Background: an optimization exercise with open tools, aiming at small area, a short achievable clock period and few clock cycles per item. Do not read the settings as production practice.
Only simulation tests tie the RTL to the original design; equivalence was not proved.

==> inputs of 10-06 <==
Design mulmod_lanes_pipe, start of the top module:
module mulmod_lanes_pipe
#(
  parameter int DATA_WIDTH = 14,
  parameter int LANES      = 4,
  parameter int TAG_WIDTH  = 8
) (
  input  logic                        clk,
  input  logic                        rst,
  input  logic                        cfg_we,
  input  logic [DATA_WIDTH-1:0]       cfg_p,
  input  logic [DATA_WIDTH:0]         cfg_mu,
  output logic                        cfg_ready,
  input  logic                        in_valid,
  output logic                        in_ready,
  input  logic [1:0]                  in_mode,
  input  logic [LANES*DATA_WIDTH-1:0] in_a,
  input  logic [LANES*DATA_WIDTH-1:0] in_b,
  input  logic [TAG_WIDTH-1:0]        in_tag,
  output logic                        out_valid,
  input  logic                        out_ready,
  output logic [LANES*DATA_WIDTH-1:0] out_res,
  output logic [TAG_WIDTH-1:0]        out_tag,
  output logic [LANES-1:0]            out_err
);
export LEC_CHECK = 0
export CAP_MARGIN = 20
export CORE_MARGIN = 2
export CORE_UTILIZATION = 50
export SETUP_SLACK_MARGIN = 5
export SLEW_MARGIN = 20
create_clock -name core_clock -period 11.0 [get_ports {clk}]
run.sh (not shown) runs the stock make flow with config.mk's settings and CLKGATE_MAP_FILE= SYNTH_SCRIPT=/design/flow/synth_recipe.tcl, a recipe that flattens the netlist after the stock synthesis.
==> inputs of 04-15, as changes to 10-06 <==
==> flow/flow/run.sh (new file) <==
#!/bin/bash
set -euo pipefail
bash standard.sh SETUP_SLACK_MARGIN=5.6 finish > layout_make.log 2>&1
==> flow/standard.sh (new file) <==
#!/bin/bash
# synth_recipe.tcl (not shown) runs the flow's synth.tcl, then flattens the netlist and writes it again
# the make line also repeats each setting of config.mk as NAME=value (left out here)
make -C /OpenROAD-flow-scripts/flow DESIGN_CONFIG=/design/flow/config.mk WORK_HOME=/design/flow/orfs CLKGATE_MAP_FILE= SYNTH_SCRIPT=/design/flow/synth_recipe.tcl "${@:-finish}"
SETUP_SLACK_MARGIN = default   (was 5)
removed: flow/run.sh
==> comparison <==
Against 04-15, the wire length of 10-06 is smaller by about 2.4%.
Against 04-15, the via count of 10-06 is lower by 2.6%.
In die area, 04-15 and 10-06 do not differ.
Against 10-06, the sequential share of layout area of 04-15 is lower by 0.99 points.
Of 04-15 and 10-06, 04-15 has the higher count of clock-buffer cells in the layout (gap 3).
Between 10-06 and 04-15, the lower critical path depth is in 04-15 (gap 2).
Of 04-15 and 10-06, 04-15 has the higher maximum frequency (gap about 8%, measured against 10-06).
In 10-06 the first-iteration DRC count is lower than in 04-15, by 4.6%.
Between 04-15 and 10-06, the lower global-route usage is in 10-06 (gap 0.33 points).
Testbench counts of 10-06, summed over its fixed seeds: cycles 16,040, items 16,000.
Testbench counts of 04-15, summed over its fixed seeds: cycles 16,040, items 16,000.

---

==> willow <==
mulmod_lanes_pipe, a different RTL version from the one above (not shown whole).
export LEC_CHECK = 0
export CAP_MARGIN = 10
export CORE_MARGIN = 2
export CORE_UTILIZATION = 50
export CTS_BUF_LIST = sky130_fd_sc_hd__clkbuf_4
export CTS_CLUSTER_SIZE = 20
export SLEW_MARGIN = 10
create_clock -name core_clock -period 11.0 [get_ports {clk}]
standard.sh (not shown) runs the stock make flow with config.mk's settings and CLKGATE_MAP_FILE= SYNTH_SCRIPT=/design/flow/synth_recipe.tcl, a recipe that flattens the netlist after the stock synthesis.
==> flow/flow/run.sh <==
#!/bin/bash
set -euo pipefail
bash standard.sh SETUP_SLACK_MARGIN=5.6 finish > layout_make.log 2>&1
==> inputs of garnet, as changes to willow <==
==> flow/run.sh (new file) <==
#!/bin/bash
# synth_recipe.tcl (not shown) runs the flow's synth.tcl, then flattens the netlist and writes it again
# the make line also repeats each setting of config.mk as NAME=value (left out here)
make -C /OpenROAD-flow-scripts/flow DESIGN_CONFIG=/design/flow/config.mk WORK_HOME=/design/flow/orfs CLKGATE_MAP_FILE= SYNTH_SCRIPT=/design/flow/synth_recipe.tcl finish
SETUP_SLACK_MARGIN = 5   (was unset)
removed: flow/flow/run.sh
removed: flow/standard.sh
==> out/results.txt <==
first-pass GRT wire length: 372 mm
gpl congestion: 0.931
Place WS: 3.98 ns
crit path to: g_lane[0].u_lane.ysel1_q[10]
detailed placement HPWL: 179 mm
placed insts: 8971
clock network area share: 3.24%
outcome: timing/DRC/antenna clean
critical path's top delay family: compound AO/OA/AOI/OAI gates
the above is filed under garnet

==> out/results.txt <==
critical path's top delay family: adder cells
crit path to: g_lane[0].u_lane.ysel1_q[15]
first-pass GRT wire length: 377 mm
placed insts: 8973
gpl congestion: 0.938
clock network area share: 2.97%
outcome: timing/DRC/antenna clean
the above is filed under willow

Testbench counts of willow, summed over its fixed seeds: cycles 16,040, items 16,000.
Testbench counts of garnet, summed over its fixed seeds: cycles 16,040, items 16,000.

==> separate check: timing with driven ports <==
The flow's constraints put no driver on any port. The routed layouts listed below were extracted and timed again, unchanged, in two steps.
Step 1 sets driving cells, clkbuf_16 on the clock port and buf_2 on the other inputs (assumed; they add their load-dependent delay and slew).
Step 2 adds t to the input delays and takes it off the output delays; t is the mean of the earliest and latest rising clock arrival at the registers after step 1. Input paths then give back, and output paths get back, about the clock's delay inside the block.
Slacks: ideal ports / drivers / drivers and shift; pairs: ideal ports / drivers.
run	shift t [ns]	setup slack, ns	worst setup path after step 2	worst register clock-pin slew, ns	worst slew at a driven data input, ns
10-06	0.791	5.143 / 5.143 / 4.434	input to register	0.08 / 0.08	0.10
04-15	0.786	5.595 / 5.595 / 5.040	input to register	0.06 / 0.06	0.07
willow	1.316	5.572 / 5.572 / 4.497	input to register	0.10 / 0.10	0.18
garnet	1.238	5.073 / 5.073 / 4.021	input to register	0.08 / 0.08	0.14
After both steps setup and hold are still met in every run listed. The setup slack of willow, which loses most, moves by 0.000 ns with the drivers and by -1.075 ns with both steps.
